This is an optimization exercise on Yosys and OpenROAD, whose aim is small area, a short achievable clock period and few clock cycles, not a production implementation.
In this exercise RTL edits were held to simulation tests only and were not proved equivalent to the original.

==> trial 65: inputs <==
==> flow/design.v <==
`default_nettype none
package mips_mc_pkg;
    localparam int c_NUM_REGS = 32;
    localparam logic [5:0] OP_RTYPE = 6'h00;
    localparam logic [5:0] OP_J     = 6'h02;
    localparam logic [5:0] OP_JAL   = 6'h03;
    localparam logic [5:0] OP_BEQ   = 6'h04;
    localparam logic [5:0] OP_BNE   = 6'h05;
    localparam logic [5:0] OP_ADDI  = 6'h08;
    localparam logic [5:0] OP_SLTI  = 6'h0A;
    localparam logic [5:0] OP_ANDI  = 6'h0C;
    localparam logic [5:0] OP_ORI   = 6'h0D;
    localparam logic [5:0] OP_LUI   = 6'h0F;
    localparam logic [5:0] OP_LW    = 6'h23;
    localparam logic [5:0] OP_SW    = 6'h2B;
    localparam logic [5:0] FN_SLL = 6'h00;
    localparam logic [5:0] FN_SRL = 6'h02;
    localparam logic [5:0] FN_JR  = 6'h08;
    localparam logic [5:0] FN_ADD = 6'h20;
    localparam logic [5:0] FN_SUB = 6'h22;
    localparam logic [5:0] FN_AND = 6'h24;
    localparam logic [5:0] FN_OR  = 6'h25;
    localparam logic [5:0] FN_NOR = 6'h27;
    localparam logic [5:0] FN_SLT = 6'h2A;
endpackage
`default_nettype wire
`default_nettype none
module mips_mc_regfile #(
    parameter int NUM_REGS = mips_mc_pkg::c_NUM_REGS
) (
    input  logic        clk,
    input  logic        reset,
    input  logic [4:0]  i_raddr_a,
    input  logic [4:0]  i_raddr_b,
    output logic [31:0] o_rdata_a,
    output logic [31:0] o_rdata_b,
    input  logic        i_we,
    input  logic [4:0]  i_waddr,
    input  logic [31:0] i_wdata
);
    logic [31:0]         r_regs [NUM_REGS];
    logic [NUM_REGS-1:0] r_valid;
    logic [NUM_REGS-1:0] w_sel_a, w_sel_b, w_wen;
    logic                w_byp_a, w_byp_b;
    assign w_byp_a = i_we && (i_waddr != 5'd0) && (i_waddr == i_raddr_a);
    assign w_byp_b = i_we && (i_waddr != 5'd0) && (i_waddr == i_raddr_b);
    assign r_regs[0] = '0;
    always_ff @(posedge clk) begin
        if (reset) begin
            r_valid <= '0;
        end else if (i_we && (i_waddr != 5'd0)) begin
            r_valid[i_waddr] <= 1'b1;
        end
    end
    for (genvar i = 1; i < NUM_REGS; i++) begin : g_reg
        assign w_wen[i] = i_we && (i_waddr == i);
        always_ff @(posedge clk) begin
            if (w_wen[i]) r_regs[i] <= i_wdata;
        end
    end
    assign w_wen[0] = 1'b0;
    always_comb begin
        o_rdata_a = {32{w_byp_a}} & i_wdata;
        o_rdata_b = {32{w_byp_b}} & i_wdata;
        for (int i = 1; i < NUM_REGS; i++) begin
            w_sel_a[i] = (i_raddr_a == i) && r_valid[i] && !w_wen[i];
            w_sel_b[i] = (i_raddr_b == i) && r_valid[i] && !w_wen[i];
            o_rdata_a  = o_rdata_a | ({32{w_sel_a[i]}} & r_regs[i]);
            o_rdata_b  = o_rdata_b | ({32{w_sel_b[i]}} & r_regs[i]);
        end
        w_sel_a[0] = 1'b0;
        w_sel_b[0] = 1'b0;
    end
endmodule
`default_nettype wire
`default_nettype none
import mips_mc_pkg::*;
module mips_multiciclo #(
    parameter logic [31:0] RESET_PC   = 32'h0000_0000,
    parameter int          MEM_ADDR_W = 32,
    parameter int          NUM_REGS   = mips_mc_pkg::c_NUM_REGS
) (
    input  logic                  clk,
    input  logic                  reset,
    output logic                  mem_req,
    output logic                  mem_we,
    output logic [MEM_ADDR_W-1:0] mem_addr,
    output logic [31:0]           mem_wdata,
    input  logic [31:0]           mem_rdata,
    input  logic                  mem_ready,
    output logic [31:0]           pc_out,
    output logic [31:0]           instr_out,
    output logic                  instr_done,
    output logic                  halted
);
    logic        r_v;                     
    logic        r_mph;                   
    logic        r_mlw;                   
    logic        r_halt;
    logic        r_wdone;
    logic [31:0] r_maddr;                 
    logic [31:0] r_ir, r_pc4, r_a, r_b;   
    logic [31:0] r_op2;                   
    logic [31:0] r_sdr;                   
    logic [4:0]  r_ldst;                  
    logic [31:0] r_wir, r_wpc;            
    logic        d_beq, d_bne, d_pt, d_j, d_jr, d_lw, d_sw, d_wr, d_ill, d_sub;
    logic        d_sel_sum, d_sel_slt, d_sel_and, d_sel_or, d_sel_nor, d_sel_sll, d_sel_srl;
    logic        d_sel_lui, d_sel_link;
    logic [4:0]  d_dst;
    logic [5:0]  f_op, f_funct;
    logic [4:0]  f_rs, f_rt, f_rd, f_dst;
    logic        f_rtype, f_is_ralu, f_is_jr, f_is_ialu, f_is_lw, f_is_sw, f_is_beq, f_is_bne;
    logic        f_is_j, f_is_jal, f_legal, f_wr;
    assign f_op    = mem_rdata[31:26];
    assign f_rs    = mem_rdata[25:21];
    assign f_rt    = mem_rdata[20:16];
    assign f_rd    = mem_rdata[15:11];
    assign f_funct = mem_rdata[5:0];
    assign f_rtype   = (f_op == OP_RTYPE);
    assign f_is_ralu = f_rtype && ((f_funct == FN_ADD) || (f_funct == FN_SUB) ||
                                   (f_funct == FN_AND) || (f_funct == FN_OR)  ||
                                   (f_funct == FN_NOR) || (f_funct == FN_SLT) ||
                                   (f_funct == FN_SLL) || (f_funct == FN_SRL));
    assign f_is_jr   = f_rtype && (f_funct == FN_JR);
    assign f_is_ialu = (f_op == OP_ADDI) || (f_op == OP_SLTI) || (f_op == OP_ANDI) ||
                       (f_op == OP_ORI) || (f_op == OP_LUI);
    assign f_is_lw   = (f_op == OP_LW);
    assign f_is_sw   = (f_op == OP_SW);
    assign f_is_beq  = (f_op == OP_BEQ);
    assign f_is_bne  = (f_op == OP_BNE);
    assign f_is_j    = (f_op == OP_J);
    assign f_is_jal  = (f_op == OP_JAL);
    assign f_legal   = f_is_ralu || f_is_jr || f_is_ialu || f_is_lw || f_is_sw ||
                       f_is_beq || f_is_bne || f_is_j || f_is_jal;
    assign f_dst     = f_is_ralu ? f_rd : (f_is_jal ? 5'd31 : f_rt);
    assign f_wr      = (f_is_ralu || f_is_ialu || f_is_jal) && (f_dst != 5'd0);
    logic [31:0] w_sum, w_res;
    logic [32:0] w_sum_c;
    logic        w_lt;
    assign w_sum_c = {r_a, 1'b1} + {r_op2 ^ {32{d_sub}}, d_sub};
    assign w_sum   = w_sum_c[32:1];
    assign w_lt    = (r_a[31] ^ r_op2[31]) ? r_a[31] : w_sum[31];
    logic [31:0] w_shin, w_shl, w_shr;
    always_comb begin
        for (int i = 0; i < 32; i++) w_shin[i] = d_sel_srl ? r_b[31-i] : r_b[i];
        w_shl = w_shin << r_ir[10:6];
        for (int i = 0; i < 32; i++) w_shr[i] = w_shl[31-i];
    end
    logic        w_nm;
    assign w_nm  = !r_mph;
    assign w_res = ({32{d_sel_sum  && w_nm}} & w_sum) |
                   ({32{d_sel_slt  && w_nm}} & {31'd0, w_lt}) |
                   ({32{d_sel_and  && w_nm}} & (r_a & r_op2)) |
                   ({32{d_sel_or   && w_nm}} & (r_a | r_op2)) |
                   ({32{d_sel_nor  && w_nm}} & ~(r_a | r_op2)) |
                   ({32{d_sel_sll  && w_nm}} & w_shl) |
                   ({32{d_sel_srl  && w_nm}} & w_shr) |
                   ({32{d_sel_lui  && w_nm}} & {r_ir[15:0], 16'h0000}) |
                   ({32{d_sel_link && w_nm}} & r_pc4) |
                   ({32{r_mph}}              & mem_rdata);
    logic        w_ex, w_fire, w_mdone, w_commit, w_halt, w_eq, w_taken, w_mispred;
    logic [31:0] w_redir, w_resume;
    logic [31:2] w_bt;
    assign w_ex      = r_v && !r_mph;
    assign w_fire    = !r_mph && !r_halt && mem_ready;
    assign w_mdone   = r_mph && mem_ready;
    assign w_commit  = w_fire && w_ex && !d_ill;
    assign w_halt    = w_fire && w_ex && d_ill;
    assign w_eq      = (r_a == r_b);
    assign w_taken   = (d_beq && w_eq) || (d_bne && !w_eq);
    assign w_mispred = w_ex && (((d_beq || d_bne) && (w_taken != d_pt)) || d_jr);
    assign w_bt      = r_pc4[31:2] + {{14{r_ir[15]}}, r_ir[15:0]};
    assign w_redir   = d_jr ? r_a : w_taken ? {w_bt, r_pc4[1:0]} : r_pc4;
    assign mem_req   = !r_halt;
    assign mem_we    = r_mph && !r_mlw;
    assign mem_addr  = r_maddr[MEM_ADDR_W-1:0];
    assign mem_wdata = r_sdr;
    logic [31:0] w_rf_a, w_rf_b, w_rf_wdata, w_a_next, w_b_next;
    logic [4:0]  w_rf_waddr;
    logic        w_rf_we;
    assign w_rf_we    = (w_ex && d_wr) || (r_mph && r_mlw);
    assign w_rf_waddr = r_mph ? r_ldst : d_dst;
    assign w_rf_wdata = w_res;
    mips_mc_regfile #(.NUM_REGS(NUM_REGS)) u_regfile (
        .clk       (clk),
        .reset     (reset),
        .i_raddr_a (f_rs),
        .i_raddr_b (f_rt),
        .o_rdata_a (w_rf_a),
        .o_rdata_b (w_rf_b),
        .i_we      (w_rf_we),
        .i_waddr   (w_rf_waddr),
        .i_wdata   (w_rf_wdata)
    );
    assign w_a_next = w_rf_a;
    assign w_b_next = w_rf_b;
    logic [31:0] w_op2_next;
    assign w_op2_next = f_rtype ? w_b_next :
                        ((f_op == OP_ANDI) || (f_op == OP_ORI)) ? {16'h0000, mem_rdata[15:0]} :
                        {{16{mem_rdata[15]}}, mem_rdata[15:0]};
    logic [31:0] w_fa4, w_nfa;
    logic [30:0] w_bt_c;
    logic        f_pt;
    assign w_fa4  = r_maddr + 32'd4;
    assign w_bt_c = {r_maddr[31:2], 1'b1} + {{14{mem_rdata[15]}}, mem_rdata[15:0], 1'b1};
    assign f_pt   = (f_is_beq || f_is_bne) && mem_rdata[15];
    always_comb begin
        if (f_is_j || f_is_jal) w_nfa = {w_fa4[31:28], mem_rdata[25:0], 2'b00};
        else if (f_pt)          w_nfa = {w_bt_c[30:1], r_maddr[1:0]};
        else                    w_nfa = w_fa4;
    end
    always_comb begin
        if (d_j)       w_resume = {r_pc4[31:28], r_ir[25:0], 2'b00};
        else if (d_pt) w_resume = {w_bt, r_pc4[1:0]};
        else           w_resume = r_pc4;
    end
    always_ff @(posedge clk) begin
        if (reset) begin
            r_v     <= 1'b0;
            r_mph   <= 1'b0;
            r_halt  <= 1'b0;
            r_wdone <= 1'b0;
            r_maddr <= RESET_PC;
        end else begin
            r_wdone <= (w_commit && !d_sw) || (w_mdone && !r_mlw);
            if (w_halt) r_halt <= 1'b1;
            if (w_fire) begin
                r_v <= !w_mispred;
                if (w_mispred) begin
                    r_maddr <= w_redir;
                end else if (w_ex && (d_lw || d_sw)) begin
                    r_mph   <= 1'b1;
                    r_maddr <= w_sum;
                end else begin
                    r_maddr <= w_nfa;
                end
            end
            if (w_mdone) begin
                r_mph <= 1'b0;
                r_maddr <= w_resume;
            end
        end
    end
    always_ff @(posedge clk) begin
        if (w_fire) begin
            r_ir       <= mem_rdata;
            r_pc4      <= w_fa4;
            r_a        <= w_a_next;
            r_b        <= w_b_next;
            r_op2      <= w_op2_next;
            d_beq      <= f_is_beq;
            d_bne      <= f_is_bne;
            d_pt       <= f_pt;
            d_j        <= f_is_j || f_is_jal;
            d_jr       <= f_is_jr;
            d_lw       <= f_is_lw;
            d_sw       <= f_is_sw;
            d_wr       <= f_wr;
            d_dst      <= f_dst;
            d_ill      <= !f_legal;
            d_sub      <= f_rtype ? f_funct[1] : (f_op == OP_SLTI);
            d_sel_sum  <= (f_rtype && ((f_funct == FN_ADD) || (f_funct == FN_SUB))) || (f_op == OP_ADDI);
            d_sel_slt  <= (f_rtype && (f_funct == FN_SLT)) || (f_op == OP_SLTI);
            d_sel_and  <= (f_rtype && (f_funct == FN_AND)) || (f_op == OP_ANDI);
            d_sel_or   <= (f_rtype && (f_funct == FN_OR))  || (f_op == OP_ORI);
            d_sel_nor  <= f_rtype && (f_funct == FN_NOR);
            d_sel_sll  <= f_rtype && (f_funct == FN_SLL);
            d_sel_srl  <= f_rtype && (f_funct == FN_SRL);
            d_sel_lui  <= (f_op == OP_LUI);
            d_sel_link <= f_is_jal;
        end else if (w_mdone && r_mlw) begin
            if ((r_ldst != 5'd0) && (r_ldst == r_ir[25:21])) r_a <= mem_rdata;
            if ((r_ldst != 5'd0) && (r_ldst == r_ir[20:16])) r_b <= mem_rdata;
            if ((r_ldst != 5'd0) && (r_ldst == r_ir[20:16]) && (r_ir[31:26] == OP_RTYPE))
                r_op2 <= mem_rdata;
        end
        if (w_commit && (d_lw || d_sw)) begin
            r_mlw  <= d_lw;
            r_sdr  <= r_b;
            r_ldst <= r_ir[20:16];
        end
        if (w_commit || w_halt) begin
            r_wir <= r_ir;
            r_wpc <= r_pc4;
        end
    end
    assign instr_done = r_wdone;
    assign pc_out     = r_wpc;
    assign instr_out  = r_wir;
    assign halted     = r_halt;
endmodule
`default_nettype wire
==> flow/flow/run.sh <==
#!/bin/bash
set -o pipefail
export BUFFER_PORTS_ARGS="-buffer_cell sky130_fd_sc_hd__buf_4"
bash standard.sh SETUP_SLACK_MARGIN=6 finish > standard.log 2>&1
==> flow/standard.sh <==
#!/bin/bash
# synth_recipe.tcl (not shown) runs the flow's synth.tcl, then flattens the netlist and writes it again
# the make line also repeats each setting of config.mk as NAME=value (left out here)
make -C /OpenROAD-flow-scripts/flow DESIGN_CONFIG=/design/flow/config.mk WORK_HOME=/design/flow/orfs CLKGATE_MAP_FILE= SYNTH_SCRIPT=/design/flow/synth_recipe.tcl "${@:-finish}"
==> flow/config.mk <==
export PLATFORM = sky130hd
export DESIGN_NAME = mips_multiciclo
export DESIGN_NICKNAME = mips_multiciclo
export VERILOG_FILES = /design/flow/design.v
export SDC_FILE = /design/flow/constraint.sdc
export NUM_CORES = 4
export LEC_CHECK = 0
export CAP_MARGIN = 20
export CORE_MARGIN = 2
export CORE_UTILIZATION = 50
export CTS_BUF_LIST = sky130_fd_sc_hd__clkbuf_8
export SLEW_MARGIN = 20
==> flow/constraint.sdc <==
create_clock -name core_clock -period 10.0 [get_ports {clk}]
set_input_delay 2.0000 -clock core_clock [delete_from_list [all_inputs] [get_ports {clk}]]
set_output_delay 2.0000 -clock core_clock [all_outputs]
set_load 0.01 [all_outputs]
==> trial 47: changes against trial 65 <==
--- a/flow/design.v
+++ b/flow/design.v
@@ -41,8 +41,5 @@
     logic [31:0]         r_regs [NUM_REGS];
     logic [NUM_REGS-1:0] r_valid;
-    logic [NUM_REGS-1:0] w_sel_a, w_sel_b, w_wen;
-    logic                w_byp_a, w_byp_b;
-    assign w_byp_a = i_we && (i_waddr != 5'd0) && (i_waddr == i_raddr_a);
-    assign w_byp_b = i_we && (i_waddr != 5'd0) && (i_waddr == i_raddr_b);
+    logic [NUM_REGS-1:0] w_sel_a, w_sel_b;
     assign r_regs[0] = '0;
     always_ff @(posedge clk) begin
@@ -54,16 +51,14 @@
     end
     for (genvar i = 1; i < NUM_REGS; i++) begin : g_reg
-        assign w_wen[i] = i_we && (i_waddr == i);
         always_ff @(posedge clk) begin
-            if (w_wen[i]) r_regs[i] <= i_wdata;
-        end
-    end
-    assign w_wen[0] = 1'b0;
-    always_comb begin
-        o_rdata_a = {32{w_byp_a}} & i_wdata;
-        o_rdata_b = {32{w_byp_b}} & i_wdata;
+            if (i_we && (i_waddr == i)) r_regs[i] <= i_wdata;
+        end
+    end
+    always_comb begin
+        o_rdata_a = '0;
+        o_rdata_b = '0;
         for (int i = 1; i < NUM_REGS; i++) begin
-            w_sel_a[i] = (i_raddr_a == i) && r_valid[i] && !w_wen[i];
-            w_sel_b[i] = (i_raddr_b == i) && r_valid[i] && !w_wen[i];
+            w_sel_a[i] = (i_raddr_a == i) && r_valid[i];
+            w_sel_b[i] = (i_raddr_b == i) && r_valid[i];
             o_rdata_a  = o_rdata_a | ({32{w_sel_a[i]}} & r_regs[i]);
             o_rdata_b  = o_rdata_b | ({32{w_sel_b[i]}} & r_regs[i]);
@@ -161,4 +156,5 @@
                    ({32{r_mph}}              & mem_rdata);
     logic        w_ex, w_fire, w_mdone, w_commit, w_halt, w_eq, w_taken, w_mispred;
+    logic        w_fwd_a, w_fwd_b;
     logic [31:0] w_redir, w_resume;
     logic [31:2] w_bt;
@@ -194,6 +190,8 @@
         .i_wdata   (w_rf_wdata)
     );
-    assign w_a_next = w_rf_a;
-    assign w_b_next = w_rf_b;
+    assign w_fwd_a  = w_ex && d_wr && (d_dst == f_rs);
+    assign w_fwd_b  = w_ex && d_wr && (d_dst == f_rt);
+    assign w_a_next = w_fwd_a ? w_res : w_rf_a;
+    assign w_b_next = w_fwd_b ? w_res : w_rf_b;
     logic [31:0] w_op2_next;
     assign w_op2_next = f_rtype ? w_b_next :
- CTS_BUF_LIST: sky130_fd_sc_hd__clkbuf_8 -> not set
==> results.ini <==
[synth]
synthTopCellsByCount=1278 x edfxtp_1, 427 x a22oi_1, 365 x clkbuf_1
synth_fp_nets=5520
synth_compound_area_share_pct=21.3
synth_area_sq_mm=0.0668
synth_cell_types=93

[outcome]
check-failures=max-capacitance violations
status=complete, but fails checks

[job]
cap_violations=1

[sta]
worstMarginPinSlew_ns=1.59
fin_crit_ns=4.25

[power]
cellLeakagePower_nw=26.3

[grt]
antenna_found_initial=19
use_met2_pct=68.8

[finish]
fillCellCount=10673
fin_cells=7431

[clock_network]
clk_pin_slew_ns=0.05
postCtsSetupRepairBufs=27

-- figures above: trial 47

==> results.ini <==
[synth]
synthTopCellsByCount=1278 x edfxtp_1, 673 x a22oi_1, 368 x nor2_1
synth_compound_area_share_pct=20.9
synth_area_sq_mm=0.0665
synth_cell_types=95
synth_fp_nets=5528

[finish]
fin_cells=7678
final_cell_mix=1278 x edfxtp_1, 670 x a22oi_1, 414 x buf_4

[sta]
worstMarginPinSlew_ns=1.18
fin_crit_ns=4.19

[clock_network]
postCtsSetupRepairBufs=64
clk_pin_slew_ns=0.06

[power]
cellLeakagePower_nw=25.9

[grt]
antenna_found_initial=13
use_met2_pct=72.0

[job]
cap_violations=0

[outcome]
status=no timing/DRC/antenna violations

-- figures above: trial 65

Testbench counts of trial 65, summed over its fixed seeds: cycles 36,311.
Testbench counts of trial 47, summed over its fixed seeds: cycles 36,311.

==> afterwards: timing with drivers on the ports <==
The results above use ideal ports. As a check the final layouts listed here were re-extracted and re-timed, cells and wires unchanged. Step 1 (the two cells are an assumption about what drives the block):
set clk [get_ports {clk}]
set_driving_cell -lib_cell sky130_fd_sc_hd__clkbuf_16 $clk
set_driving_cell -lib_cell sky130_fd_sc_hd__buf_2 [delete_from_list [all_inputs] $clk]
Step 2 adds t to the input delays and takes it off the output delays; t is the mean of the earliest and latest rising clock arrival at the registers after step 1. Input paths then give back, and output paths get back, about the clock's delay inside the block. a / b / c = ideal / step 1 / step 2; a / b = the first two.
run	t, ns	setup slack, ns	clock arrival spread, ns	cell pins on the clock port's net
trial 65	1.048	5.812 / 5.819 / 4.771	0.068 / 0.068	1
trial 47	0.877	5.750 / 5.786 / 4.908	0.039 / 0.039	1
The setup slack of trial 65, which loses most, moves by +0.007 ns with the drivers and by -1.041 ns with both steps.
